Context: an optimization exercise on an open-source flow, tuned for small area, a short achievable clock period and few clock cycles. The choices shown serve that exercise and are no tape-out recipe. In this exercise RTL edits were held to simulation tests only and were not proved equivalent to the original.

==> design/flow/config.mk <==
export PLATFORM = sky130hd
export DESIGN_NAME = lms_weight_top
export DESIGN_NICKNAME = lms_weight_top
export VERILOG_FILES = /design/flow/design.v
export SDC_FILE = /design/flow/constraint.sdc
export NUM_CORES = 4
export LEC_CHECK = 0
export CAP_MARGIN = 20
export CORE_MARGIN = 2
export CORE_UTILIZATION = 40
export SETUP_SLACK_MARGIN = 5
export SLEW_MARGIN = 20
==> design/flow/constraint.sdc <==
create_clock -name core_clock -period 10.0 [get_ports {clk}]
set_input_delay 2.0000 -clock core_clock [delete_from_list [all_inputs] [get_ports {clk}]]
set_output_delay 2.0000 -clock core_clock [all_outputs]
set_load 0.01 [all_outputs]
==> design/flow/design.v <==
package lms_pkg;
    typedef logic signed [14-1:0] sample_t;
    typedef logic signed [16-1:0] weight_t;
    typedef logic signed [29-1:0] prod_t;
    typedef logic [5-1:0] tap_t;
    typedef enum logic [1:0] {
        UPD_IDLE  = 2'd0,
        UPD_MUL   = 2'd1,
        UPD_DIV   = 2'd2,
        UPD_WRITE = 2'd3
    } upd_state_t;
endpackage
`timescale 1ns/1ps
module lms_req_fifo #(
    parameter int DW = 63
) (
    input  logic          clk,
    input  logic          rstn,
    input  logic          push,
    input  logic [DW-1:0] push_data,
    input  logic          pop,
    output logic          head_valid,
    output logic [DW-1:0] head_data
);
    logic          v0, v1;
    logic [DW-1:0] data1;
    logic          ld0, ld1;
    assign head_valid = v0;
    assign ld0 = pop ? (v1 | push) : (!v0 & push);
    assign ld1 = pop ? (v1 & push) : (v0 & !v1 & push);
    always_ff @(posedge clk or negedge rstn)
    begin
        if (!rstn)
        begin
            v0 <= 1'b0;
            v1 <= 1'b0;
        end
        else
        begin
            if (pop)
            begin
                v0 <= v1 | push;
                v1 <= v1 & push;
            end
            else if (!v0)
                v0 <= push;
            else if (!v1)
                v1 <= push;
        end
    end
    always_ff @(posedge clk)
    begin
        if (ld0)
            head_data <= (pop && v1) ? data1 : push_data;
        if (ld1)
            data1 <= push_data;
    end
endmodule
`timescale 1ns/1ps
module lms_step_divider (
    input  logic                    clk,
    input  logic                    rstn,
    input  logic                    load,
    input  logic [26:0]             ld_a,
    input  logic [28:0]             ld_b,
    input  logic [3:0]              ld_cnt,
    input  logic                    ld_neg,
    input  logic                    res_ok,
    output logic                    free,
    output logic                    res_valid,
    output lms_pkg::weight_t        res_q,
    output logic                    res_neg,
    output logic                    idle_nx,
    output logic                    last_nx,
    output logic                    resv_nx
);
    logic        busy;
    logic        fin;
    logic [3:0]  cnt;
    logic [26:0] r;
    logic [28:0] b;
    logic [15:0] q;
    logic        neg;
    logic [29:0] h1, h2, h3;
    logic [30:0] d1, d2, d3;
    logic        ge1, ge2, ge3;
    logic [26:0] r_next;
    logic [15:0] q_next;
    logic        last;
    assign h1 = {2'b0, b[28:1]};
    assign h2 = {1'b0, b};
    assign h3 = {1'b0, b} + {2'b0, b[28:1]};
    assign d1 = {4'b0, r} - {1'b0, h1};
    assign d2 = {4'b0, r} - {1'b0, h2};
    assign d3 = {4'b0, r} - {1'b0, h3};
    assign ge1 = !d1[30];
    assign ge2 = !d2[30];
    assign ge3 = !d3[30];
    always_comb
    begin
        if (ge3)
        begin
            r_next = d3[26:0];
            q_next = {q[13:0], 2'd3};
        end
        else if (ge2)
        begin
            r_next = d2[26:0];
            q_next = {q[13:0], 2'd2};
        end
        else if (ge1)
        begin
            r_next = d1[26:0];
            q_next = {q[13:0], 2'd1};
        end
        else
        begin
            r_next = r;
            q_next = {q[13:0], 2'd0};
        end
    end
    logic last_r;
    assign last      = busy && last_r;
    assign res_valid = last || fin;
    assign res_q     = fin ? q : q_next;
    assign res_neg   = neg;
    assign free      = !(busy || fin) || (res_valid && res_ok);
    logic busy_nx, fin_nx, last_r_nx;
    always_comb
    begin
        busy_nx = busy;
        fin_nx  = fin;
        if (load)
        begin
            busy_nx = 1'b1;
            fin_nx  = 1'b0;
        end
        else if (last)
        begin
            busy_nx = 1'b0;
            fin_nx  = !res_ok;
        end
        else if (fin && res_ok)
            fin_nx = 1'b0;
        last_r_nx = load ? (ld_cnt == 4'd1) : (cnt == 4'd2);
    end
    assign idle_nx = !busy_nx && !fin_nx;
    assign last_nx = busy_nx && last_r_nx;
    assign resv_nx = last_nx || fin_nx;
    always_ff @(posedge clk or negedge rstn)
    begin
        if (!rstn)
        begin
            busy <= 1'b0;
            fin  <= 1'b0;
        end
        else
        begin
            busy <= busy_nx;
            fin  <= fin_nx;
        end
    end
    always_ff @(posedge clk)
    begin
        last_r <= last_r_nx;
        if (load)
        begin
            cnt    <= ld_cnt;
            r      <= ld_a;
            b      <= ld_b;
        end
        else
        begin
            cnt    <= cnt - 1'b1;
            r      <= r_next;
            b      <= b >> 2;
        end
    end
    always_ff @(posedge clk)
    begin
        if (load)
        begin
            q   <= '0;
            neg <= ld_neg;
        end
        else if (busy)
            q   <= q_next;
    end
endmodule
`timescale 1ns/1ps
module lms_weight_bank (
    input  logic              clk,
    input  logic              rstn,
    input  logic              wr_en,
    input  lms_pkg::tap_t     wr_tap,
    input  lms_pkg::weight_t  wr_data,
    input  lms_pkg::tap_t     cur_tap,
    input  lms_pkg::tap_t     rd_tap,
    output lms_pkg::weight_t  cur_weight,
    output lms_pkg::weight_t  rd_weight
);
    lms_pkg::weight_t     weights [32];
    logic [32-1:0] vld;
    assign cur_weight = vld[cur_tap] ? weights[cur_tap] : '0;
    always_ff @(posedge clk or negedge rstn)
    begin
        if (!rstn)
            vld <= '0;
        else if (wr_en)
            vld[wr_tap] <= 1'b1;
    end
    always_ff @(posedge clk)
    begin
        if (wr_en)
            weights[wr_tap] <= wr_data;
    end
    always_ff @(posedge clk)
    begin
        rd_weight <= vld[rd_tap] ? weights[rd_tap] : '0;
    end
endmodule
`timescale 1ns/1ps
module lms_update_ctrl #(
    parameter int CQ_N = 8
) (
    input  logic                     clk,
    input  logic                     rstn,
    input  logic                     req_valid,
    input  logic                     s_valid,
    input  lms_pkg::tap_t            s_tap,
    input  logic                     s_es,
    input  logic [13:0]              s_ea,
    input  logic                     s_fs,
    input  logic [13:0]              s_fa,
    input  logic                     s_ns,
    input  logic [26:0]              s_na,
    output logic                     s_pop,
    output logic                     credit_return,
    output logic                     d_load,
    output logic [26:0]              d_a,
    output logic [28:0]              d_b,
    output logic [3:0]               d_cnt,
    output logic                     d_neg,
    input  logic                     d_res_valid,
    input  lms_pkg::weight_t         d_res_q,
    input  logic                     d_res_neg,
    output logic                     d_res_ok,
    input  logic                     d_idle_nx,
    input  logic                     d_last_nx,
    input  logic                     d_resv_nx,
    input  lms_pkg::weight_t         cur_weight,
    output lms_pkg::tap_t            cur_tap,
    output logic                     wr_en,
    output lms_pkg::tap_t            wr_tap,
    output lms_pkg::weight_t         wr_data,
    output logic                     upd_done,
    output lms_pkg::tap_t            upd_tap
);
    function automatic logic [3:0] blen14(input logic [13:0] x);
        blen14 = '0;
        for (int i = 0; i < 14; i++)
            if (x[i]) blen14 = i + 1;
    endfunction
    function automatic logic [4:0] blen27(input logic [26:0] x);
        blen27 = '0;
        for (int i = 0; i < 27; i++)
            if (x[i]) blen27 = i + 1;
    endfunction
    logic [3:0]  le, lf;
    logic [4:0]  ln;
    logic [5:0]  lsum;
    logic [5:0]  kk;
    logic [3:0]  cyc;
    logic        zero;
    logic [27:0] mul_s, mul_c;
    lms_umul14 mul_i (
        .a (s_ea),
        .b (s_fa),
        .s (mul_s),
        .c (mul_c)
    );
    assign le   = blen14(s_ea);
    assign lf   = blen14(s_fa);
    assign ln   = blen27(s_na);
    assign lsum = {2'b0, le} + {2'b0, lf};
    assign kk   = lsum + 6'd2 - {1'b0, ln};
    assign cyc  = kk[4:1];
    logic skip;
    assign skip = zero || (cyc == 4'd1);
    assign zero = (le == 4'd0) || (lf == 4'd0) || (ln == 5'd0) || ({1'b0, ln} > lsum);
    logic               p_valid;
    logic               p_zero;   
    logic               p_isz;    
    lms_pkg::tap_t      p_tap;
    logic               p_neg;
    logic [27:0]        p_ps;
    logic [27:0]        p_pc;
    logic [26:0]        p_na;
    logic [3:0]         p_cyc;
    logic [4:0]         p_top;    
    logic               p_odd;    
    logic p_go;
    logic d_free;
    logic p_go_nx;
    logic d_free_nx;
    logic p_zero_nx;
    logic upd_done_nx;
    logic res_ok_nx;
    logic cq_space;
    assign s_pop = s_valid && (!p_valid || p_go);
    assign p_valid_nx = s_pop || (p_valid && !p_go);
    always_ff @(posedge clk or negedge rstn)
    begin
        if (!rstn)
            p_valid <= 1'b0;
        else
            p_valid <= p_valid_nx;
    end
    always_ff @(posedge clk)
    begin
        if (s_pop)
        begin
            p_zero <= skip;
            p_isz  <= zero;
            p_tap  <= s_tap;
            p_neg  <= s_es ^ s_fs ^ s_ns;
            p_ps   <= mul_s;
            p_pc   <= mul_c;
            p_na   <= s_na;
            p_cyc  <= cyc;
            p_top  <= lsum[4:0] - 5'd1;
            p_odd  <= !kk[0];
        end
    end
    logic [27:0] p_mag;
    logic [26:0] p_a;
    logic [28:0] p_b;
    assign p_mag = p_ps + p_pc;
    logic [30:0] x_s, x_c, n1, n2;
    logic [30:0] c1_s, c1_c, c2_s, c2_c, c4_s, c4_c;
    logic [30:0] p_t1, p_t2, p_t3;
    logic [1:0]  p_dig;
    assign x_s = {3'b0, p_ps};
    assign x_c = {3'b0, p_pc};
    assign n1  = ~{4'b0, p_na};
    assign n2  = ~{3'b0, p_na, 1'b0};
    assign c1_s = x_s ^ x_c ^ n1;
    assign c1_c = {(x_s[29:0] & x_c[29:0]) | (x_s[29:0] & n1[29:0]) | (x_c[29:0] & n1[29:0]), 1'b1};
    assign p_t1 = c1_s + c1_c;
    assign c2_s = x_s ^ x_c ^ n2;
    assign c2_c = {(x_s[29:0] & x_c[29:0]) | (x_s[29:0] & n2[29:0]) | (x_c[29:0] & n2[29:0]), 1'b1};
    assign p_t2 = c2_s + c2_c;
    assign c4_s = c1_s ^ c1_c ^ n2;
    assign c4_c = {(c1_s[29:0] & c1_c[29:0]) | (c1_s[29:0] & n2[29:0]) | (c1_c[29:0] & n2[29:0]), 1'b1};
    assign p_t3 = c4_s + c4_c;
    assign p_dig = !p_t3[30] ? 2'd3 : !p_t2[30] ? 2'd2 : !p_t1[30] ? 2'd1 : 2'd0;
    assign p_a   = p_mag[26:0];
    assign p_b   = {1'b0, p_na, 1'b0} << {p_cyc - 4'd1, 1'b0};
    logic p_trim;
    assign p_trim = p_odd && (p_cyc != 4'd1) && !p_mag[p_top];
    logic        m_valid;
    logic [26:0] m_a;
    logic [28:0] m_b;
    logic [3:0]  m_cyc;
    logic        m_neg;
    logic ld_m, ld_p, p_to_m;
    assign ld_m   = d_free && m_valid;
    assign ld_p   = d_free && !m_valid && p_valid && !p_zero && cq_space;
    assign p_to_m = p_go && !p_zero && !ld_p;
    assign m_valid_nx = p_to_m || (m_valid && !ld_m);
    always_ff @(posedge clk or negedge rstn)
    begin
        if (!rstn)
            m_valid <= 1'b0;
        else
            m_valid <= m_valid_nx;
    end
    always_ff @(posedge clk)
    begin
        if (p_to_m)
        begin
            m_a   <= p_a;
            m_b   <= p_trim ? (p_b >> 2) : p_b;
            m_cyc <= p_trim ? (p_cyc - 4'd1) : p_cyc;
            m_neg <= p_neg;
        end
    end
    assign d_load = ld_m || ld_p;
    assign d_a    = m_valid ? m_a   : p_a;
    assign d_b    = m_valid ? m_b   : p_b;
    assign d_cnt  = m_valid ? m_cyc : p_cyc;
    assign d_neg  = m_valid ? m_neg : p_neg;
    logic [1:0] owed;      
    logic [1:0] held;      
    logic [1:0] owed_nx;
    logic [1:0] held_nx;
    logic       pf_nx;
    logic       cr_nx;
    logic       p_valid_nx;
    logic       m_valid_nx;
    logic [CQ_N-1:0] cq_v_nx;
    logic [1:0] rr_v_nx;
    assign owed_nx = owed + {1'b0, req_valid} - {1'b0, credit_return};
    assign held_nx = held + {1'b0, req_valid} - {1'b0, p_go};
    assign pf_nx   = p_go_nx;
    assign cr_nx   = (owed_nx != 2'd0) && ((held_nx <= owed_nx) || (pf_nx && (held_nx == owed_nx + 2'd1)));
    always_ff @(posedge clk or negedge rstn)
    begin
        if (!rstn)
        begin
            owed          <= '0;
            held          <= '0;
            credit_return <= 1'b0;
        end
        else
        begin
            owed          <= owed_nx;
            held          <= held_nx;
            credit_return <= cr_nx;
        end
    end
    logic [1:0]       rr_v;
    logic [1:0][15:0] rr_q;
    logic [1:0]       rr_neg;
    logic             rr_take;
    logic             rr_put;
    logic [CQ_N-1:0]      cq_v;
    logic [CQ_N-1:0]      cq_div;
    logic [CQ_N-1:0][1:0] cq_dq;     
    logic [CQ_N-1:0]      cq_dn;     
    logic [CQ_N-1:0][4:0] cq_tap;
    logic                 cq_pop;
    logic cq_div0_nx;
    assign upd_tap  = cq_tap[0];
    assign cq_pop   = upd_done;
    assign cq_space = !cq_v[CQ_N-1] || cq_pop;
    logic [CQ_N-1:0] cq_nv;    
    logic [CQ_N-1:0] cq_pv;    
    logic [CQ_N-1:0] cq_ins;   
    always_comb
    begin
        for (int i = 0; i < CQ_N; i++)
        begin
            cq_nv[i]  = cq_pop ? ((i + 1 < CQ_N) ? cq_v[(i + 1 < CQ_N) ? i + 1 : i] : 1'b0) : cq_v[i];
            cq_pv[i]  = (i == 0) ? 1'b1 : (cq_pop ? cq_v[i] : cq_v[(i > 0) ? i - 1 : 0]);
            cq_ins[i] = p_go && cq_pv[i] && !cq_nv[i];
        end
    end
    assign cq_v_nx    = cq_nv | cq_ins;
    assign upd_done_nx = cq_v_nx[0] && (!cq_div0_nx || rr_v_nx[0]);
    assign res_ok_nx   = !rr_v_nx[1] || (upd_done_nx && cq_div0_nx);
    assign d_free_nx   = d_idle_nx || (d_resv_nx && res_ok_nx);
    assign p_zero_nx   = s_pop ? skip : p_zero;
    assign p_go_nx     = p_valid_nx && (!cq_v_nx[CQ_N-1] || upd_done_nx) &&
                         (p_zero_nx || !m_valid_nx || d_free_nx);
    always_ff @(posedge clk or negedge rstn)
    begin
        if (!rstn)
        begin
            p_go   <= 1'b0;
            d_free <= 1'b1;
        end
        else
        begin
            p_go   <= p_go_nx;
            d_free <= d_free_nx;
        end
    end
    assign cq_div0_nx = cq_ins[0] ? !p_zero : (cq_pop ? cq_div[(CQ_N > 1) ? 1 : 0] : cq_div[0]);
    always_ff @(posedge clk or negedge rstn)
    begin
        if (!rstn)
        begin
            cq_v     <= '0;
            upd_done <= 1'b0;
        end
        else
        begin
            cq_v     <= cq_v_nx;
            upd_done <= upd_done_nx;
        end
    end
    always_ff @(posedge clk)
    begin
        for (int i = 0; i < CQ_N; i++)
        begin
            if (cq_ins[i])
            begin
                cq_tap[i] <= p_tap;
                cq_div[i] <= !p_zero;
                cq_dq[i]  <= p_isz ? 2'd0 : p_dig;
                cq_dn[i]  <= p_neg;
            end
            else if (cq_pop)
            begin
                cq_tap[i] <= cq_tap[(i + 1 < CQ_N) ? i + 1 : i];
                cq_div[i] <= cq_div[(i + 1 < CQ_N) ? i + 1 : i];
                cq_dq[i]  <= cq_dq[(i + 1 < CQ_N) ? i + 1 : i];
                cq_dn[i]  <= cq_dn[(i + 1 < CQ_N) ? i + 1 : i];
            end
        end
    end
    assign rr_take  = upd_done && cq_div[0];
    assign d_res_ok = !rr_v[1] || rr_take;
    assign rr_put   = d_res_valid && d_res_ok;
    always_comb
    begin
        case ({rr_put, rr_take})
            2'b10:   rr_v_nx = {rr_v[0], 1'b1};
            2'b01:   rr_v_nx = {1'b0, rr_v[1]};
            default: rr_v_nx = rr_v;
        endcase
    end
    always_ff @(posedge clk or negedge rstn)
    begin
        if (!rstn)
            rr_v <= '0;
        else
            rr_v <= rr_v_nx;
    end
    always_ff @(posedge clk)
    begin
        if (rr_take)
        begin
            rr_q[0]   <= rr_v[1] ? rr_q[1] : d_res_q;
            rr_neg[0] <= rr_v[1] ? rr_neg[1] : d_res_neg;
        end
        else if (rr_put && !rr_v[0])
        begin
            rr_q[0]   <= d_res_q;
            rr_neg[0] <= d_res_neg;
        end
        if (rr_put && (rr_take ? rr_v[1] : rr_v[0]))
        begin
            rr_q[1]   <= d_res_q;
            rr_neg[1] <= d_res_neg;
        end
    end
    lms_pkg::tap_t    next_tap;
    lms_pkg::weight_t cw;
    logic [1:0][4:0] cq_tap_nx;
    always_comb
    begin
        for (int i = 0; i < 2; i++)
            cq_tap_nx[i] = cq_ins[i] ? p_tap : (cq_pop ? cq_tap[i + 1] : cq_tap[i]);
    end
    logic ins0_nx;
    lms_pkg::tap_t p_tap_nx;
    assign ins0_nx  = p_go_nx && !(upd_done_nx ? cq_v_nx[(CQ_N > 1) ? 1 : 0] : cq_v_nx[0]);
    assign p_tap_nx = s_pop ? s_tap : p_tap;
    always_ff @(posedge clk)
    begin
        next_tap <= ins0_nx ? p_tap_nx : (upd_done_nx ? cq_tap_nx[1] : cq_tap_nx[0]);
    end
    assign cur_tap  = next_tap;
    always_ff @(posedge clk)
    begin
        if (wr_en && (wr_tap == next_tap))
            cw <= wr_data;
        else
            cw <= cur_weight;
    end
    lms_pkg::weight_t st_q;
    logic             st_neg;
    assign st_q    = cq_div[0] ? rr_q[0] : {14'd0, cq_dq[0]};
    assign st_neg  = cq_div[0] ? rr_neg[0] : cq_dn[0];
    assign wr_en   = upd_done;
    assign wr_tap  = cq_tap[0];
    assign wr_data = cw + (st_q ^ {16{st_neg}}) + {15'd0, st_neg};
endmodule
module lms_umul14 (
    input  logic [13:0] a,
    input  logic [13:0] b,
    output logic [27:0] s,
    output logic [27:0] c
);
    logic t1, t2, t3, t4, t5, t6, t7, t8, t9, t10, t11, t12, t13, t14, t15, t16, t17, t18, t19, t20, t21, t22, t23, t24, t25, t26, t27, t28, t29, t30, t31, t32, t33, t34, t35, t36, t37, t38, t39, t40, t41, t42, t43, t44, t45, t46, t47, t48, t49, t50, t51, t52, t53, t54, t55, t56, t57, t58, t59, t60, t61, t62, t63, t64, t65, t66, t67, t68, t69, t70, t71, t72, t73, t74, t75, t76, t77, t78, t79, t80, t81, t82, t83, t84, t85, t86, t87, t88, t89, t90, t91, t92, t93, t94, t95, t96, t97, t98, t99, t100, t101, t102, t103, t104, t105, t106, t107, t108, t109, t110, t111, t112, t113, t114, t115, t116, t117, t118, t119, t120, t121, t122, t123, t124, t125, t126, t127, t128, t129, t130, t131, t132, t133, t134, t135, t136, t137, t138, t139, t140, t141, t142, t143, t144, t145, t146, t147, t148, t149, t150, t151, t152, t153, t154, t155, t156, t157, t158, t159, t160, t161, t162, t163, t164, t165, t166, t167, t168, t169, t170, t171, t172, t173, t174, t175, t176, t177, t178, t179, t180, t181, t182, t183, t184, t185, t186, t187, t188, t189, t190, t191, t192, t193, t194, t195, t196, t197, t198, t199, t200, t201, t202, t203, t204, t205, t206, t207, t208, t209, t210, t211, t212, t213, t214, t215, t216, t217, t218, t219, t220, t221, t222, t223, t224, t225, t226, t227, t228, t229, t230, t231, t232, t233, t234, t235, t236, t237, t238, t239, t240, t241, t242, t243, t244, t245, t246, t247, t248, t249, t250, t251, t252, t253, t254, t255, t256, t257, t258, t259, t260, t261, t262, t263, t264, t265, t266, t267, t268, t269, t270, t271, t272, t273, t274, t275, t276, t277, t278, t279, t280, t281, t282, t283, t284, t285, t286, t287, t288, t289, t290, t291, t292, t293, t294, t295, t296, t297, t298, t299, t300, t301, t302, t303, t304, t305, t306, t307, t308, t309, t310, t311, t312, t313, t314, t315, t316, t317, t318, t319, t320, t321, t322, t323, t324, t325, t326, t327, t328, t329, t330, t331, t332, t333, t334, t335, t336, t337, t338, t339, t340, t341, t342, t343, t344, t345, t346, t347, t348, t349, t350, t351, t352, t353, t354, t355, t356, t357, t358, t359, t360, t361, t362, t363, t364, t365, t366, t367, t368, t369, t370, t371, t372, t373, t374, t375, t376, t377, t378, t379, t380, t381, t382, t383, t384, t385, t386, t387, t388, t389, t390, t391, t392, t393, t394, t395, t396, t397, t398, t399, t400, t401, t402, t403, t404, t405, t406, t407, t408, t409, t410, t411, t412, t413, t414, t415, t416, t417, t418, t419, t420, t421, t422, t423, t424, t425, t426, t427, t428, t429, t430, t431, t432, t433, t434, t435, t436, t437, t438, t439, t440, t441, t442, t443, t444, t445, t446, t447, t448, t449, t450, t451, t452, t453, t454, t455, t456, t457, t458, t459, t460, t461, t462, t463, t464, t465, t466, t467, t468, t469, t470, t471, t472, t473, t474, t475, t476, t477, t478, t479, t480, t481, t482, t483, t484, t485, t486, t487, t488, t489, t490, t491, t492, t493, t494, t495, t496, t497, t498, t499, t500, t501, t502, t503, t504, t505, t506, t507, t508;
    assign t1 = (a[0] & b[0]);
    assign t2 = (a[0] & b[1]);
    assign t3 = (a[1] & b[0]);
    assign t4 = (a[0] & b[2]);
    assign t5 = (a[1] & b[1]);
    assign t6 = (a[2] & b[0]);
    assign t7 = (a[0] & b[3]);
    assign t8 = (a[1] & b[2]);
    assign t9 = (a[2] & b[1]);
    assign t10 = (a[3] & b[0]);
    assign t11 = (a[0] & b[4]);
    assign t12 = (a[1] & b[3]);
    assign t13 = (a[2] & b[2]);
    assign t14 = (a[3] & b[1]);
    assign t15 = (a[4] & b[0]);
    assign t16 = (a[0] & b[5]);
    assign t17 = (a[1] & b[4]);
    assign t18 = (a[2] & b[3]);
    assign t19 = (a[3] & b[2]);
    assign t20 = (a[4] & b[1]);
    assign t21 = (a[5] & b[0]);
    assign t22 = (a[0] & b[6]);
    assign t23 = (a[1] & b[5]);
    assign t24 = (a[2] & b[4]);
    assign t25 = (a[3] & b[3]);
    assign t26 = (a[4] & b[2]);
    assign t27 = (a[5] & b[1]);
    assign t28 = (a[6] & b[0]);
    assign t29 = (a[0] & b[7]);
    assign t30 = (a[1] & b[6]);
    assign t31 = (a[2] & b[5]);
    assign t32 = (a[3] & b[4]);
    assign t33 = (a[4] & b[3]);
    assign t34 = (a[5] & b[2]);
    assign t35 = (a[6] & b[1]);
    assign t36 = (a[7] & b[0]);
    assign t37 = (a[0] & b[8]);
    assign t38 = (a[1] & b[7]);
    assign t39 = (a[2] & b[6]);
    assign t40 = (a[3] & b[5]);
    assign t41 = (a[4] & b[4]);
    assign t42 = (a[5] & b[3]);
    assign t43 = (a[6] & b[2]);
    assign t44 = (a[7] & b[1]);
    assign t45 = (a[8] & b[0]);
    assign t46 = (a[0] & b[9]);
    assign t47 = (a[1] & b[8]);
    assign t48 = (a[2] & b[7]);
    assign t49 = (a[3] & b[6]);
    assign t50 = (a[4] & b[5]);
    assign t51 = (a[5] & b[4]);
    assign t52 = (a[6] & b[3]);
    assign t53 = (a[7] & b[2]);
    assign t54 = (a[8] & b[1]);
    assign t55 = (a[9] & b[0]);
    assign t56 = (a[0] & b[10]);
    assign t57 = (a[1] & b[9]);
    assign t58 = (a[2] & b[8]);
    assign t59 = (a[3] & b[7]);
    assign t60 = (a[4] & b[6]);
    assign t61 = (a[5] & b[5]);
    assign t62 = (a[6] & b[4]);
    assign t63 = (a[7] & b[3]);
    assign t64 = (a[8] & b[2]);
    assign t65 = (a[9] & b[1]);
    assign t66 = (a[10] & b[0]);
    assign t67 = (a[0] & b[11]);
    assign t68 = (a[1] & b[10]);
    assign t69 = (a[2] & b[9]);
    assign t70 = (a[3] & b[8]);
    assign t71 = (a[4] & b[7]);
    assign t72 = (a[5] & b[6]);
    assign t73 = (a[6] & b[5]);
    assign t74 = (a[7] & b[4]);
    assign t75 = (a[8] & b[3]);
    assign t76 = (a[9] & b[2]);
    assign t77 = (a[10] & b[1]);
    assign t78 = (a[11] & b[0]);
    assign t79 = (a[0] & b[12]);
    assign t80 = (a[1] & b[11]);
    assign t81 = (a[2] & b[10]);
    assign t82 = (a[3] & b[9]);
    assign t83 = (a[4] & b[8]);
    assign t84 = (a[5] & b[7]);
    assign t85 = (a[6] & b[6]);
    assign t86 = (a[7] & b[5]);
    assign t87 = (a[8] & b[4]);
    assign t88 = (a[9] & b[3]);
    assign t89 = (a[10] & b[2]);
    assign t90 = (a[11] & b[1]);
    assign t91 = (a[12] & b[0]);
    assign t92 = (a[0] & b[13]);
    assign t93 = (a[1] & b[12]);
    assign t94 = (a[2] & b[11]);
    assign t95 = (a[3] & b[10]);
    assign t96 = (a[4] & b[9]);
    assign t97 = (a[5] & b[8]);
    assign t98 = (a[6] & b[7]);
    assign t99 = (a[7] & b[6]);
    assign t100 = (a[8] & b[5]);
    assign t101 = (a[9] & b[4]);
    assign t102 = (a[10] & b[3]);
    assign t103 = (a[11] & b[2]);
    assign t104 = (a[12] & b[1]);
    assign t105 = (a[13] & b[0]);
    assign t106 = (a[1] & b[13]);
    assign t107 = (a[2] & b[12]);
    assign t108 = (a[3] & b[11]);
    assign t109 = (a[4] & b[10]);
    assign t110 = (a[5] & b[9]);
    assign t111 = (a[6] & b[8]);
    assign t112 = (a[7] & b[7]);
    assign t113 = (a[8] & b[6]);
    assign t114 = (a[9] & b[5]);
    assign t115 = (a[10] & b[4]);
    assign t116 = (a[11] & b[3]);
    assign t117 = (a[12] & b[2]);
    assign t118 = (a[13] & b[1]);
    assign t119 = (a[2] & b[13]);
    assign t120 = (a[3] & b[12]);
    assign t121 = (a[4] & b[11]);
    assign t122 = (a[5] & b[10]);
    assign t123 = (a[6] & b[9]);
    assign t124 = (a[7] & b[8]);
    assign t125 = (a[8] & b[7]);
    assign t126 = (a[9] & b[6]);
    assign t127 = (a[10] & b[5]);
    assign t128 = (a[11] & b[4]);
    assign t129 = (a[12] & b[3]);
    assign t130 = (a[13] & b[2]);
    assign t131 = (a[3] & b[13]);
    assign t132 = (a[4] & b[12]);
    assign t133 = (a[5] & b[11]);
    assign t134 = (a[6] & b[10]);
    assign t135 = (a[7] & b[9]);
    assign t136 = (a[8] & b[8]);
    assign t137 = (a[9] & b[7]);
    assign t138 = (a[10] & b[6]);
    assign t139 = (a[11] & b[5]);
    assign t140 = (a[12] & b[4]);
    assign t141 = (a[13] & b[3]);
    assign t142 = (a[4] & b[13]);
    assign t143 = (a[5] & b[12]);
    assign t144 = (a[6] & b[11]);
    assign t145 = (a[7] & b[10]);
    assign t146 = (a[8] & b[9]);
    assign t147 = (a[9] & b[8]);
    assign t148 = (a[10] & b[7]);
    assign t149 = (a[11] & b[6]);
    assign t150 = (a[12] & b[5]);
    assign t151 = (a[13] & b[4]);
    assign t152 = (a[5] & b[13]);
    assign t153 = (a[6] & b[12]);
    assign t154 = (a[7] & b[11]);
    assign t155 = (a[8] & b[10]);
    assign t156 = (a[9] & b[9]);
    assign t157 = (a[10] & b[8]);
    assign t158 = (a[11] & b[7]);
    assign t159 = (a[12] & b[6]);
    assign t160 = (a[13] & b[5]);
    assign t161 = (a[6] & b[13]);
    assign t162 = (a[7] & b[12]);
    assign t163 = (a[8] & b[11]);
    assign t164 = (a[9] & b[10]);
    assign t165 = (a[10] & b[9]);
    assign t166 = (a[11] & b[8]);
    assign t167 = (a[12] & b[7]);
    assign t168 = (a[13] & b[6]);
    assign t169 = (a[7] & b[13]);
    assign t170 = (a[8] & b[12]);
    assign t171 = (a[9] & b[11]);
    assign t172 = (a[10] & b[10]);
    assign t173 = (a[11] & b[9]);
    assign t174 = (a[12] & b[8]);
    assign t175 = (a[13] & b[7]);
    assign t176 = (a[8] & b[13]);
    assign t177 = (a[9] & b[12]);
    assign t178 = (a[10] & b[11]);
    assign t179 = (a[11] & b[10]);
    assign t180 = (a[12] & b[9]);
    assign t181 = (a[13] & b[8]);
    assign t182 = (a[9] & b[13]);
    assign t183 = (a[10] & b[12]);
    assign t184 = (a[11] & b[11]);
    assign t185 = (a[12] & b[10]);
    assign t186 = (a[13] & b[9]);
    assign t187 = (a[10] & b[13]);
    assign t188 = (a[11] & b[12]);
    assign t189 = (a[12] & b[11]);
    assign t190 = (a[13] & b[10]);
    assign t191 = (a[11] & b[13]);
    assign t192 = (a[12] & b[12]);
    assign t193 = (a[13] & b[11]);
    assign t194 = (a[12] & b[13]);
    assign t195 = (a[13] & b[12]);
    assign t196 = (a[13] & b[13]);
    assign t197 = t92 ^ t93;
    assign t198 = t92 & t93;
    assign t199 = t106 ^ t107;
    assign t200 = t106 & t107;
    assign t201 = t46 ^ t47;
    assign t202 = t46 & t47;
    assign t203 = t56 ^ t57 ^ t58;
    assign t204 = (t56 & t57) | (t56 & t58) | (t57 & t58);
    assign t205 = t59 ^ t60;
    assign t206 = t59 & t60;
    assign t207 = t67 ^ t68 ^ t69;
    assign t208 = (t67 & t68) | (t67 & t69) | (t68 & t69);
    assign t209 = t70 ^ t71 ^ t72;
    assign t210 = (t70 & t71) | (t70 & t72) | (t71 & t72);
    assign t211 = t73 ^ t74;
    assign t212 = t73 & t74;
    assign t213 = t79 ^ t80 ^ t81;
    assign t214 = (t79 & t80) | (t79 & t81) | (t80 & t81);
    assign t215 = t82 ^ t83 ^ t84;
    assign t216 = (t82 & t83) | (t82 & t84) | (t83 & t84);
    assign t217 = t85 ^ t86 ^ t87;
    assign t218 = (t85 & t86) | (t85 & t87) | (t86 & t87);
    assign t219 = t88 ^ t89;
    assign t220 = t88 & t89;
    assign t221 = t197 ^ t94 ^ t95;
    assign t222 = (t197 & t94) | (t197 & t95) | (t94 & t95);
    assign t223 = t96 ^ t97 ^ t98;
    assign t224 = (t96 & t97) | (t96 & t98) | (t97 & t98);
    assign t225 = t99 ^ t100 ^ t101;
    assign t226 = (t99 & t100) | (t99 & t101) | (t100 & t101);
    assign t227 = t102 ^ t103 ^ t104;
    assign t228 = (t102 & t103) | (t102 & t104) | (t103 & t104);
    assign t229 = t199 ^ t108 ^ t109;
    assign t230 = (t199 & t108) | (t199 & t109) | (t108 & t109);
    assign t231 = t110 ^ t111 ^ t112;
    assign t232 = (t110 & t111) | (t110 & t112) | (t111 & t112);
    assign t233 = t113 ^ t114 ^ t115;
    assign t234 = (t113 & t114) | (t113 & t115) | (t114 & t115);
    assign t235 = t116 ^ t117 ^ t118;
    assign t236 = (t116 & t117) | (t116 & t118) | (t117 & t118);
    assign t237 = t119 ^ t120 ^ t121;
    assign t238 = (t119 & t120) | (t119 & t121) | (t120 & t121);
    assign t239 = t122 ^ t123 ^ t124;
    assign t240 = (t122 & t123) | (t122 & t124) | (t123 & t124);
    assign t241 = t125 ^ t126 ^ t127;
    assign t242 = (t125 & t126) | (t125 & t127) | (t126 & t127);
    assign t243 = t128 ^ t129 ^ t130;
    assign t244 = (t128 & t129) | (t128 & t130) | (t129 & t130);
    assign t245 = t131 ^ t132 ^ t133;
    assign t246 = (t131 & t132) | (t131 & t133) | (t132 & t133);
    assign t247 = t134 ^ t135 ^ t136;
    assign t248 = (t134 & t135) | (t134 & t136) | (t135 & t136);
    assign t249 = t137 ^ t138 ^ t139;
    assign t250 = (t137 & t138) | (t137 & t139) | (t138 & t139);
    assign t251 = t142 ^ t143 ^ t144;
    assign t252 = (t142 & t143) | (t142 & t144) | (t143 & t144);
    assign t253 = t145 ^ t146 ^ t147;
    assign t254 = (t145 & t146) | (t145 & t147) | (t146 & t147);
    assign t255 = t152 ^ t153 ^ t154;
    assign t256 = (t152 & t153) | (t152 & t154) | (t153 & t154);
    assign t257 = t22 ^ t23;
    assign t258 = t22 & t23;
    assign t259 = t29 ^ t30 ^ t31;
    assign t260 = (t29 & t30) | (t29 & t31) | (t30 & t31);
    assign t261 = t32 ^ t33;
    assign t262 = t32 & t33;
    assign t263 = t37 ^ t38 ^ t39;
    assign t264 = (t37 & t38) | (t37 & t39) | (t38 & t39);
    assign t265 = t40 ^ t41 ^ t42;
    assign t266 = (t40 & t41) | (t40 & t42) | (t41 & t42);
    assign t267 = t43 ^ t44;
    assign t268 = t43 & t44;
    assign t269 = t201 ^ t48 ^ t49;
    assign t270 = (t201 & t48) | (t201 & t49) | (t48 & t49);
    assign t271 = t50 ^ t51 ^ t52;
    assign t272 = (t50 & t51) | (t50 & t52) | (t51 & t52);
    assign t273 = t53 ^ t54 ^ t55;
    assign t274 = (t53 & t54) | (t53 & t55) | (t54 & t55);
    assign t275 = t203 ^ t205 ^ t61;
    assign t276 = (t203 & t205) | (t203 & t61) | (t205 & t61);
    assign t277 = t62 ^ t63 ^ t64;
    assign t278 = (t62 & t63) | (t62 & t64) | (t63 & t64);
    assign t279 = t65 ^ t66 ^ t202;
    assign t280 = (t65 & t66) | (t65 & t202) | (t66 & t202);
    assign t281 = t207 ^ t209 ^ t211;
    assign t282 = (t207 & t209) | (t207 & t211) | (t209 & t211);
    assign t283 = t75 ^ t76 ^ t77;
    assign t284 = (t75 & t76) | (t75 & t77) | (t76 & t77);
    assign t285 = t78 ^ t204 ^ t206;
    assign t286 = (t78 & t204) | (t78 & t206) | (t204 & t206);
    assign t287 = t213 ^ t215 ^ t217;
    assign t288 = (t213 & t215) | (t213 & t217) | (t215 & t217);
    assign t289 = t219 ^ t90 ^ t91;
    assign t290 = (t219 & t90) | (t219 & t91) | (t90 & t91);
    assign t291 = t208 ^ t210 ^ t212;
    assign t292 = (t208 & t210) | (t208 & t212) | (t210 & t212);
    assign t293 = t221 ^ t223 ^ t225;
    assign t294 = (t221 & t223) | (t221 & t225) | (t223 & t225);
    assign t295 = t227 ^ t105 ^ t214;
    assign t296 = (t227 & t105) | (t227 & t214) | (t105 & t214);
    assign t297 = t216 ^ t218 ^ t220;
    assign t298 = (t216 & t218) | (t216 & t220) | (t218 & t220);
    assign t299 = t229 ^ t231 ^ t233;
    assign t300 = (t229 & t231) | (t229 & t233) | (t231 & t233);
    assign t301 = t235 ^ t198 ^ t222;
    assign t302 = (t235 & t198) | (t235 & t222) | (t198 & t222);
    assign t303 = t224 ^ t226 ^ t228;
    assign t304 = (t224 & t226) | (t224 & t228) | (t226 & t228);
    assign t305 = t237 ^ t239 ^ t241;
    assign t306 = (t237 & t239) | (t237 & t241) | (t239 & t241);
    assign t307 = t243 ^ t200 ^ t230;
    assign t308 = (t243 & t200) | (t243 & t230) | (t200 & t230);
    assign t309 = t232 ^ t234 ^ t236;
    assign t310 = (t232 & t234) | (t232 & t236) | (t234 & t236);
    assign t311 = t245 ^ t247 ^ t249;
    assign t312 = (t245 & t247) | (t245 & t249) | (t247 & t249);
    assign t313 = t140 ^ t141 ^ t238;
    assign t314 = (t140 & t141) | (t140 & t238) | (t141 & t238);
    assign t315 = t240 ^ t242 ^ t244;
    assign t316 = (t240 & t242) | (t240 & t244) | (t242 & t244);
    assign t317 = t251 ^ t253 ^ t148;
    assign t318 = (t251 & t253) | (t251 & t148) | (t253 & t148);
    assign t319 = t149 ^ t150 ^ t151;
    assign t320 = (t149 & t150) | (t149 & t151) | (t150 & t151);
    assign t321 = t246 ^ t248 ^ t250;
    assign t322 = (t246 & t248) | (t246 & t250) | (t248 & t250);
    assign t323 = t255 ^ t155 ^ t156;
    assign t324 = (t255 & t155) | (t255 & t156) | (t155 & t156);
    assign t325 = t157 ^ t158 ^ t159;
    assign t326 = (t157 & t158) | (t157 & t159) | (t158 & t159);
    assign t327 = t160 ^ t252 ^ t254;
    assign t328 = (t160 & t252) | (t160 & t254) | (t252 & t254);
    assign t329 = t161 ^ t162 ^ t163;
    assign t330 = (t161 & t162) | (t161 & t163) | (t162 & t163);
    assign t331 = t164 ^ t165 ^ t166;
    assign t332 = (t164 & t165) | (t164 & t166) | (t165 & t166);
    assign t333 = t167 ^ t168 ^ t256;
    assign t334 = (t167 & t168) | (t167 & t256) | (t168 & t256);
    assign t335 = t169 ^ t170 ^ t171;
    assign t336 = (t169 & t170) | (t169 & t171) | (t170 & t171);
    assign t337 = t172 ^ t173 ^ t174;
    assign t338 = (t172 & t173) | (t172 & t174) | (t173 & t174);
    assign t339 = t176 ^ t177 ^ t178;
    assign t340 = (t176 & t177) | (t176 & t178) | (t177 & t178);
    assign t341 = t11 ^ t12;
    assign t342 = t11 & t12;
    assign t343 = t16 ^ t17 ^ t18;
    assign t344 = (t16 & t17) | (t16 & t18) | (t17 & t18);
    assign t345 = t19 ^ t20;
    assign t346 = t19 & t20;
    assign t347 = t257 ^ t24 ^ t25;
    assign t348 = (t257 & t24) | (t257 & t25) | (t24 & t25);
    assign t349 = t26 ^ t27 ^ t28;
    assign t350 = (t26 & t27) | (t26 & t28) | (t27 & t28);
    assign t351 = t259 ^ t261 ^ t34;
    assign t352 = (t259 & t261) | (t259 & t34) | (t261 & t34);
    assign t353 = t35 ^ t36 ^ t258;
    assign t354 = (t35 & t36) | (t35 & t258) | (t36 & t258);
    assign t355 = t263 ^ t265 ^ t267;
    assign t356 = (t263 & t265) | (t263 & t267) | (t265 & t267);
    assign t357 = t45 ^ t260 ^ t262;
    assign t358 = (t45 & t260) | (t45 & t262) | (t260 & t262);
    assign t359 = t269 ^ t271 ^ t273;
    assign t360 = (t269 & t271) | (t269 & t273) | (t271 & t273);
    assign t361 = t264 ^ t266 ^ t268;
    assign t362 = (t264 & t266) | (t264 & t268) | (t266 & t268);
    assign t363 = t275 ^ t277 ^ t279;
    assign t364 = (t275 & t277) | (t275 & t279) | (t277 & t279);
    assign t365 = t270 ^ t272 ^ t274;
    assign t366 = (t270 & t272) | (t270 & t274) | (t272 & t274);
    assign t367 = t281 ^ t283 ^ t285;
    assign t368 = (t281 & t283) | (t281 & t285) | (t283 & t285);
    assign t369 = t276 ^ t278 ^ t280;
    assign t370 = (t276 & t278) | (t276 & t280) | (t278 & t280);
    assign t371 = t287 ^ t289 ^ t291;
    assign t372 = (t287 & t289) | (t287 & t291) | (t289 & t291);
    assign t373 = t282 ^ t284 ^ t286;
    assign t374 = (t282 & t284) | (t282 & t286) | (t284 & t286);
    assign t375 = t293 ^ t295 ^ t297;
    assign t376 = (t293 & t295) | (t293 & t297) | (t295 & t297);
    assign t377 = t288 ^ t290 ^ t292;
    assign t378 = (t288 & t290) | (t288 & t292) | (t290 & t292);
    assign t379 = t299 ^ t301 ^ t303;
    assign t380 = (t299 & t301) | (t299 & t303) | (t301 & t303);
    assign t381 = t294 ^ t296 ^ t298;
    assign t382 = (t294 & t296) | (t294 & t298) | (t296 & t298);
    assign t383 = t305 ^ t307 ^ t309;
    assign t384 = (t305 & t307) | (t305 & t309) | (t307 & t309);
    assign t385 = t300 ^ t302 ^ t304;
    assign t386 = (t300 & t302) | (t300 & t304) | (t302 & t304);
    assign t387 = t311 ^ t313 ^ t315;
    assign t388 = (t311 & t313) | (t311 & t315) | (t313 & t315);
    assign t389 = t306 ^ t308 ^ t310;
    assign t390 = (t306 & t308) | (t306 & t310) | (t308 & t310);
    assign t391 = t317 ^ t319 ^ t321;
    assign t392 = (t317 & t319) | (t317 & t321) | (t319 & t321);
    assign t393 = t312 ^ t314 ^ t316;
    assign t394 = (t312 & t314) | (t312 & t316) | (t314 & t316);
    assign t395 = t323 ^ t325 ^ t327;
    assign t396 = (t323 & t325) | (t323 & t327) | (t325 & t327);
    assign t397 = t318 ^ t320 ^ t322;
    assign t398 = (t318 & t320) | (t318 & t322) | (t320 & t322);
    assign t399 = t329 ^ t331 ^ t333;
    assign t400 = (t329 & t331) | (t329 & t333) | (t331 & t333);
    assign t401 = t324 ^ t326 ^ t328;
    assign t402 = (t324 & t326) | (t324 & t328) | (t326 & t328);
    assign t403 = t335 ^ t337 ^ t175;
    assign t404 = (t335 & t337) | (t335 & t175) | (t337 & t175);
    assign t405 = t330 ^ t332 ^ t334;
    assign t406 = (t330 & t332) | (t330 & t334) | (t332 & t334);
    assign t407 = t339 ^ t179 ^ t180;
    assign t408 = (t339 & t179) | (t339 & t180) | (t179 & t180);
    assign t409 = t181 ^ t336 ^ t338;
    assign t410 = (t181 & t336) | (t181 & t338) | (t336 & t338);
    assign t411 = t182 ^ t183 ^ t184;
    assign t412 = (t182 & t183) | (t182 & t184) | (t183 & t184);
    assign t413 = t185 ^ t186 ^ t340;
    assign t414 = (t185 & t186) | (t185 & t340) | (t186 & t340);
    assign t415 = t187 ^ t188 ^ t189;
    assign t416 = (t187 & t188) | (t187 & t189) | (t188 & t189);
    assign t417 = t7 ^ t8;
    assign t418 = t7 & t8;
    assign t419 = t341 ^ t13 ^ t14;
    assign t420 = (t341 & t13) | (t341 & t14) | (t13 & t14);
    assign t421 = t343 ^ t345 ^ t21;
    assign t422 = (t343 & t345) | (t343 & t21) | (t345 & t21);
    assign t423 = t347 ^ t349 ^ t344;
    assign t424 = (t347 & t349) | (t347 & t344) | (t349 & t344);
    assign t425 = t351 ^ t353 ^ t348;
    assign t426 = (t351 & t353) | (t351 & t348) | (t353 & t348);
    assign t427 = t355 ^ t357 ^ t352;
    assign t428 = (t355 & t357) | (t355 & t352) | (t357 & t352);
    assign t429 = t359 ^ t361 ^ t356;
    assign t430 = (t359 & t361) | (t359 & t356) | (t361 & t356);
    assign t431 = t363 ^ t365 ^ t360;
    assign t432 = (t363 & t365) | (t363 & t360) | (t365 & t360);
    assign t433 = t367 ^ t369 ^ t364;
    assign t434 = (t367 & t369) | (t367 & t364) | (t369 & t364);
    assign t435 = t371 ^ t373 ^ t368;
    assign t436 = (t371 & t373) | (t371 & t368) | (t373 & t368);
    assign t437 = t375 ^ t377 ^ t372;
    assign t438 = (t375 & t377) | (t375 & t372) | (t377 & t372);
    assign t439 = t379 ^ t381 ^ t376;
    assign t440 = (t379 & t381) | (t379 & t376) | (t381 & t376);
    assign t441 = t383 ^ t385 ^ t380;
    assign t442 = (t383 & t385) | (t383 & t380) | (t385 & t380);
    assign t443 = t387 ^ t389 ^ t384;
    assign t444 = (t387 & t389) | (t387 & t384) | (t389 & t384);
    assign t445 = t391 ^ t393 ^ t388;
    assign t446 = (t391 & t393) | (t391 & t388) | (t393 & t388);
    assign t447 = t395 ^ t397 ^ t392;
    assign t448 = (t395 & t397) | (t395 & t392) | (t397 & t392);
    assign t449 = t399 ^ t401 ^ t396;
    assign t450 = (t399 & t401) | (t399 & t396) | (t401 & t396);
    assign t451 = t403 ^ t405 ^ t400;
    assign t452 = (t403 & t405) | (t403 & t400) | (t405 & t400);
    assign t453 = t407 ^ t409 ^ t404;
    assign t454 = (t407 & t409) | (t407 & t404) | (t409 & t404);
    assign t455 = t411 ^ t413 ^ t408;
    assign t456 = (t411 & t413) | (t411 & t408) | (t413 & t408);
    assign t457 = t415 ^ t190 ^ t412;
    assign t458 = (t415 & t190) | (t415 & t412) | (t190 & t412);
    assign t459 = t191 ^ t192 ^ t193;
    assign t460 = (t191 & t192) | (t191 & t193) | (t192 & t193);
    assign t461 = t4 ^ t5;
    assign t462 = t4 & t5;
    assign t463 = t417 ^ t9 ^ t10;
    assign t464 = (t417 & t9) | (t417 & t10) | (t9 & t10);
    assign t465 = t419 ^ t15 ^ t418;
    assign t466 = (t419 & t15) | (t419 & t418) | (t15 & t418);
    assign t467 = t421 ^ t342 ^ t420;
    assign t468 = (t421 & t342) | (t421 & t420) | (t342 & t420);
    assign t469 = t423 ^ t346 ^ t422;
    assign t470 = (t423 & t346) | (t423 & t422) | (t346 & t422);
    assign t471 = t425 ^ t350 ^ t424;
    assign t472 = (t425 & t350) | (t425 & t424) | (t350 & t424);
    assign t473 = t427 ^ t354 ^ t426;
    assign t474 = (t427 & t354) | (t427 & t426) | (t354 & t426);
    assign t475 = t429 ^ t358 ^ t428;
    assign t476 = (t429 & t358) | (t429 & t428) | (t358 & t428);
    assign t477 = t431 ^ t362 ^ t430;
    assign t478 = (t431 & t362) | (t431 & t430) | (t362 & t430);
    assign t479 = t433 ^ t366 ^ t432;
    assign t480 = (t433 & t366) | (t433 & t432) | (t366 & t432);
    assign t481 = t435 ^ t370 ^ t434;
    assign t482 = (t435 & t370) | (t435 & t434) | (t370 & t434);
    assign t483 = t437 ^ t374 ^ t436;
    assign t484 = (t437 & t374) | (t437 & t436) | (t374 & t436);
    assign t485 = t439 ^ t378 ^ t438;
    assign t486 = (t439 & t378) | (t439 & t438) | (t378 & t438);
    assign t487 = t441 ^ t382 ^ t440;
    assign t488 = (t441 & t382) | (t441 & t440) | (t382 & t440);
    assign t489 = t443 ^ t386 ^ t442;
    assign t490 = (t443 & t386) | (t443 & t442) | (t386 & t442);
    assign t491 = t445 ^ t390 ^ t444;
    assign t492 = (t445 & t390) | (t445 & t444) | (t390 & t444);
    assign t493 = t447 ^ t394 ^ t446;
    assign t494 = (t447 & t394) | (t447 & t446) | (t394 & t446);
    assign t495 = t449 ^ t398 ^ t448;
    assign t496 = (t449 & t398) | (t449 & t448) | (t398 & t448);
    assign t497 = t451 ^ t402 ^ t450;
    assign t498 = (t451 & t402) | (t451 & t450) | (t402 & t450);
    assign t499 = t453 ^ t406 ^ t452;
    assign t500 = (t453 & t406) | (t453 & t452) | (t406 & t452);
    assign t501 = t455 ^ t410 ^ t454;
    assign t502 = (t455 & t410) | (t455 & t454) | (t410 & t454);
    assign t503 = t457 ^ t414 ^ t456;
    assign t504 = (t457 & t414) | (t457 & t456) | (t414 & t456);
    assign t505 = t459 ^ t416 ^ t458;
    assign t506 = (t459 & t416) | (t459 & t458) | (t416 & t458);
    assign t507 = t194 ^ t195 ^ t460;
    assign t508 = (t194 & t195) | (t194 & t460) | (t195 & t460);
    assign s = {1'b0, t196, t507, t505, t503, t501, t499, t497, t495, t493, t491, t489, t487, t485, t483, t481, t479, t477, t475, t473, t471, t469, t467, t465, t463, t461, t2, t1};
    assign c = {1'b0, t508, t506, t504, t502, t500, t498, t496, t494, t492, t490, t488, t486, t484, t482, t480, t478, t476, t474, t472, t470, t468, t466, t464, t462, t6, t3, 1'b0};
endmodule
`timescale 1ns/1ps
module lms_weight_top (
    input  logic                     clk,
    input  logic                     rstn,
    input  logic                     req_valid,
    input  lms_pkg::tap_t            req_tap,
    input  lms_pkg::sample_t         req_err,
    input  lms_pkg::sample_t         req_ref,
    input  logic [32-1:0]  req_power,
    input  lms_pkg::tap_t            rd_tap,
    output logic                     credit_return,
    output logic                     upd_done,
    output lms_pkg::tap_t            upd_tap,
    output lms_pkg::weight_t         rd_weight
);
    logic                     s_valid;
    logic                     s_pop;
    logic [62:0]              push_data;
    logic [62:0]              s_data;
    logic [13:0]              req_ea, req_fa;
    logic [26:0]              req_na;
    logic [26:0]              req_nrm;
    assign req_nrm   = req_power[32-1:5];
    assign req_ea    = req_err[13] ? -req_err : req_err;
    assign req_fa    = req_ref[13] ? -req_ref : req_ref;
    assign req_na    = req_nrm[26] ? -req_nrm : req_nrm;
    assign push_data = {req_tap, req_err[13], req_ea, req_ref[13], req_fa, req_nrm[26], req_na};
    logic                     d_load;
    logic [26:0]              d_a;
    logic [28:0]              d_b;
    logic [3:0]               d_cnt;
    logic                     d_neg;
    logic                     d_free;
    logic                     d_res_valid;
    lms_pkg::weight_t         d_res_q;
    logic                     d_res_neg;
    logic                     d_res_ok;
    logic                     d_idle_nx;
    logic                     d_last_nx;
    logic                     d_resv_nx;
    lms_pkg::tap_t            cur_tap;
    lms_pkg::weight_t         cur_weight;
    logic                     wr_en;
    lms_pkg::tap_t            wr_tap;
    lms_pkg::weight_t         wr_data;
    lms_req_fifo #(.DW(63)) fifo_i (
        .clk        (clk),
        .rstn       (rstn),
        .push       (req_valid),
        .push_data  (push_data),
        .pop        (s_pop),
        .head_valid (s_valid),
        .head_data  (s_data)
    );
    lms_update_ctrl ctrl_i (
        .clk           (clk),
        .rstn          (rstn),
        .req_valid     (req_valid),
        .s_valid       (s_valid),
        .s_tap         (s_data[62:58]),
        .s_es          (s_data[57]),
        .s_ea          (s_data[56:43]),
        .s_fs          (s_data[42]),
        .s_fa          (s_data[41:28]),
        .s_ns          (s_data[27]),
        .s_na          (s_data[26:0]),
        .s_pop         (s_pop),
        .credit_return (credit_return),
        .d_load        (d_load),
        .d_a           (d_a),
        .d_b           (d_b),
        .d_cnt         (d_cnt),
        .d_neg         (d_neg),
        .d_res_valid   (d_res_valid),
        .d_res_q       (d_res_q),
        .d_res_neg     (d_res_neg),
        .d_res_ok      (d_res_ok),
        .d_idle_nx     (d_idle_nx),
        .d_last_nx     (d_last_nx),
        .d_resv_nx     (d_resv_nx),
        .cur_weight    (cur_weight),
        .cur_tap       (cur_tap),
        .wr_en         (wr_en),
        .wr_tap        (wr_tap),
        .wr_data       (wr_data),
        .upd_done      (upd_done),
        .upd_tap       (upd_tap)
    );
    lms_step_divider div_i (
        .clk       (clk),
        .rstn      (rstn),
        .load      (d_load),
        .ld_a      (d_a),
        .ld_b      (d_b),
        .ld_cnt    (d_cnt),
        .ld_neg    (d_neg),
        .res_ok    (d_res_ok),
        .free      (),
        .res_valid (d_res_valid),
        .res_q     (d_res_q),
        .res_neg   (d_res_neg),
        .idle_nx   (d_idle_nx),
        .last_nx   (d_last_nx),
        .resv_nx   (d_resv_nx)
    );
    lms_weight_bank bank_i (
        .clk        (clk),
        .rstn       (rstn),
        .wr_en      (wr_en),
        .wr_tap     (wr_tap),
        .wr_data    (wr_data),
        .cur_tap    (cur_tap),
        .rd_tap     (rd_tap),
        .cur_weight (cur_weight),
        .rd_weight  (rd_weight)
    );
endmodule
==> design/flow/flow/run.sh <==
#!/bin/bash
set -euo pipefail
sed 's/SETUP_SLACK_MARGIN=[0-9.]*/SETUP_SLACK_MARGIN=6.0/' standard.sh > standard_margin.sh
grep -q 'SETUP_SLACK_MARGIN=6.0' standard_margin.sh
bash standard_margin.sh > standard_run.log 2>&1
==> design/flow/standard.sh <==
#!/bin/bash
# synth_recipe.tcl (not shown) runs the flow's synth.tcl, then flattens the netlist and writes it again
# the make line also repeats each setting of config.mk as NAME=value (left out here)
make -C /OpenROAD-flow-scripts/flow DESIGN_CONFIG=/design/flow/config.mk WORK_HOME=/design/flow/orfs CLKGATE_MAP_FILE= SYNTH_SCRIPT=/design/flow/synth_recipe.tcl "${@:-finish}"
==> summary.txt <==
Clock Sinks -> 1074
dpl hpwl -> 108000 um
Setup violations, final -> 0
Syn. warnings -> 4
predominant post-synthesis flop cell -> edfxtp_1
CTS H-tree lvls -> 3
critical path required time -> 10630 ps
#FFs+latches synth -> 1074
P&R area growth vs syn -> 15.3%
diode count -> 0
routed len/inst -> 22.3 um
Via Count -> 41300
Clock Pin Slew Worst Setup and Hold Paths -> 60 ps
antenna violations before repair -> 0
top routing layer in use -> met4
worst-path fanout max -> 5
Final WS setup -> 5500 ps
sequential area share after synthesis -> 0.477
layout cells sized above 1 -> 0.229
max frequency -> 222 MHz
vias in the first global route -> 42200
Starting DRT DRC Count -> 3548
CP endpoint kind -> flop
pin count of the biggest net entering global routing -> 97
CTS Buffer Depth -> 3
setup_tns -> 0 ps
Worst Path Arrival -> 5120 ps
Clock Skew -> 112 ps
worst skew pair latency -> 780 ps
core area -> 161000 sq um
Die Ht -> 407 um
die area -> 165000 sq um
Post-synth EDFFs -> 914
placed cells -> 7042
final hold viol count -> 0
Syn Nets -> 5534
Tmin final -> 4500 ps
Finished Layout Cells -> 7405
Synth cell types -> 87
status -> no timing/DRC/antenna violations
Fillers -> 14300
Hold Slack -> 449 ps
total track usage -> 0.200
Hold Buf Count CTS -> 0
RSZ-0062 raised after global routing -> true
NumNets Final -> 5733
slew margin rel. -> 0.191
total grt overflow -> 0
design area -> 74800 sq um
DRT Wirelength -> 165000 um
Site Rows -> 147
Syn Inst Count -> 4953
antenna viol nets, final -> 0
Mapped Avg Cell Area -> 13.1 sq um
Post-Syn Area -> 64800 sq um
synth top area cells -> edfxtp_1 (42%), mux4_2 (12%), fa_1 (7.8%)
top-area cell type share of the netlist area -> 0.423
number of primary I/O pins -> 96
RePlAce Congestion -> 0.873
Port Buffer Count -> 90
number of CTS-inserted buffers -> 109
Setup CP Type -> flop to flop
WL met3 -> 9630 um
largest area contributor in the netlist -> edfxtp_1
Via-to-Cell Ratio -> 5.58
met2 WL post-DR -> 78100 um
fin crit share -> 0.450
fin util -> 0.465
initial core utilization -> 0.403
die width -> 407 um
Setup crit start kind -> flop
CTS tree -> yes
DRC -> 0
drt pass-1 iters -> 6
Slew Viols, Final -> 0
DP Area -> 68600 sq um
pre-CTS WS -> 4470 ps
clk root buf -> clkbuf_16
Worst Tran Pin Value -> 1210 ps
HP Class -> flop to flop
DRT met1 WL -> 72900 um
Async SR Flop Fraction -> 0.0521
max-cap violations -> 0
first-pass GRT wire length -> 253000 um
==> layout make-up <==
| class | instances | area [sq um] | share of cell area |
|---|---|---|---|
| multi-input combinational | 3180 | 32700 | 0.437 |
| sequential | 1074 | 31000 | 0.414 |
| timing repair buffer | 323 | 2940 | 0.0393 |
| clock buffer | 142 | 2930 | 0.0392 |
| tap | 2160 | 2700 | 0.0361 |
| inverter | 464 | 1750 | 0.0234 |
| clock inverter | 62 | 795 | 0.0106 |
==> synthesized netlist by cell type, drive strengths merged, types with 12 or more instances <==
library cell and instances:
dfxtp 104, nand3b 12, nor3 53, mux4 353, nor2b 43, mux2i 117
o2bb2ai 14, o211ai 31, o21a 40, dfrtp 55, clkbuf 167, nand2 274
nor3b 14, a31oi 35, o31ai 28, nand2b 35, inv 463, xor2 55
nand3 58, xnor2 129, mux2 152, o21bai 18, a211oi 58, a21oi 229
nand4 21, or3 25, or4 15, fa 253, buf 70, ha 255
edfxtp 914, nor2 238, o21ai 185, a21o 102, and3 23, nor4 13
and2 161
==> layer usage <==
layer,track usage,vias up
met5,0,-
met2,0.325,1245
met3,0.0257,255
met4,0.0568,0
li1,-,18800
met1,0.282,21000
==> registers in the layout, indices dropped and copies added (netlist names), 16 cells and up <==
| signal | count |
|---|---|
| div_i.q | 16 |
| ctrl_i.m_a | 27 |
| ctrl_i.rr_q | 32 |
| fifo_i.head_data | 63 |
| div_i.r | 27 |
| ctrl_i.p_na | 27 |
| ctrl_i.cw | 16 |
| ctrl_i.cq_tap | 40 |
| ctrl_i.m_b | 29 |
| bank_i.weights | 512 |
| div_i.b | 29 |
| ctrl_i.p_pc | 26 |
| bank_i.vld | 32 |
| bank_i.rd_weight | 16 |
| ctrl_i.cq_dq | 16 |
| fifo_i.data1 | 63 |
| ctrl_i.p_ps | 27 |
==> path summary, 6_finish.rpt <==
kind	startpoint	end	slack, ps	cells after the start
worst max-delay path	fifo_i.head_data[28]$_DFFE_PP_	ctrl_i.next_tap[3]$_DFF_P_	5500	21
worst min-delay path	fifo_i.head_data[0]$_DFFE_PP_	ctrl_i.p_na[0]$_DFFE_PP_	450	0
worst max register to register	fifo_i.head_data[28]$_DFFE_PP_	ctrl_i.next_tap[3]$_DFF_P_	5500	21
worst min register to register	fifo_i.head_data[0]$_DFFE_PP_	ctrl_i.p_na[0]$_DFFE_PP_	450	0
max in group asynchronous	rstn	ctrl_i.upd_done$_DFF_PN0_	7940	2
min in group asynchronous	rstn	bank_i.vld[6]$_DFFE_PN0P_	1440	2
==> worst max-delay path: stages (launching register included) <==
cell	delay [ps]
edfxtp_1	450
nor2b_1	160
o21bai_1	130
a21oi_1	90
o21bai_1	140
a21oi_1	80
o21bai_1	200
a21oi_1	110
ha_2	210
fa_2	580
inv_4	60
ha_4	250
inv_4	50
ha_4	130
inv_2	30
fa_2	530
nand2_2	60
o31ai_4	220
a211oi_2	80
nand4_1	120
and4bb_4	370
mux2_4	320
==> cell families after synthesis <==
| group | after synthesis | synth area share |
|---|---|---|
| compound gates | 851 | 0.0845 |
| xor+xnor | 184 | 0.0249 |
| fa+ha+maj | 508 | 0.127 |
| buf+inv | 701 | 0.0412 |
| flops | 1074 | 0.477 |
| mux | 622 | 0.167 |
| simple gates | 1013 | 0.0780 |
==> placed cells by master, fill, tap and decap left out, types with 35 or more instances in the layout <==
cell	instances
dfrtp_1	53
mux2_2	144
dfxtp_1	94
buf_4	202
xor2_1	46
nand3_1	56
nor2b_1	40
nand2_1	270
inv_1	419
mux4_2	353
o21ai_0	163
xnor2_1	107
fa_1	241
nand2b_1	35
and2_1	159
ha_1	234
clkbuf_16	111
nor3_1	50
inv_2	40
nor2_1	204
o21a_1	40
mux2i_1	116
a211oi_1	49
a21o_1	101
a21oi_1	217
clkdlybuf4s50_1	76
edfxtp_1	914
==> timing repair <==
item,4_1_cts,5_1_grt
setup buffers,92,62
endpoints found under the setup margin,298,245
cloned,4,1
resized for setup,130,173
pin swaps,44,81
Testbench counts, summed over its fixed seeds: cycles 3,908.

## re-timing with driven ports
No port has a modelled driver above. Below, the same layout with a new extraction and two added sets of constraints. Step 1 (the two cells are an assumption about what drives the block):
set clk [get_ports {clk}]
set_driving_cell -lib_cell sky130_fd_sc_hd__clkbuf_16 $clk
set_driving_cell -lib_cell sky130_fd_sc_hd__buf_2 [delete_from_list [all_inputs] $clk]
Step 2, shift: input delay + t, output delay - t, t = (earliest + latest rising clock arrival at the registers) / 2. This alone moves slack from input paths to output paths. a / b / c = ideal ports / drivers / drivers and shift; a / b = the first two.
shift t [ns]: 0.801
setup WS [ns]: 5.504 / 5.504 / 4.915
worst hold slack (ns): 0.449 / 0.449 / 0.449
cell pins on the clock port's net: 1
After both steps this run still meets setup and hold. The setup slack of this run moves by 0.000 ns with the drivers and by -0.589 ns with both steps.
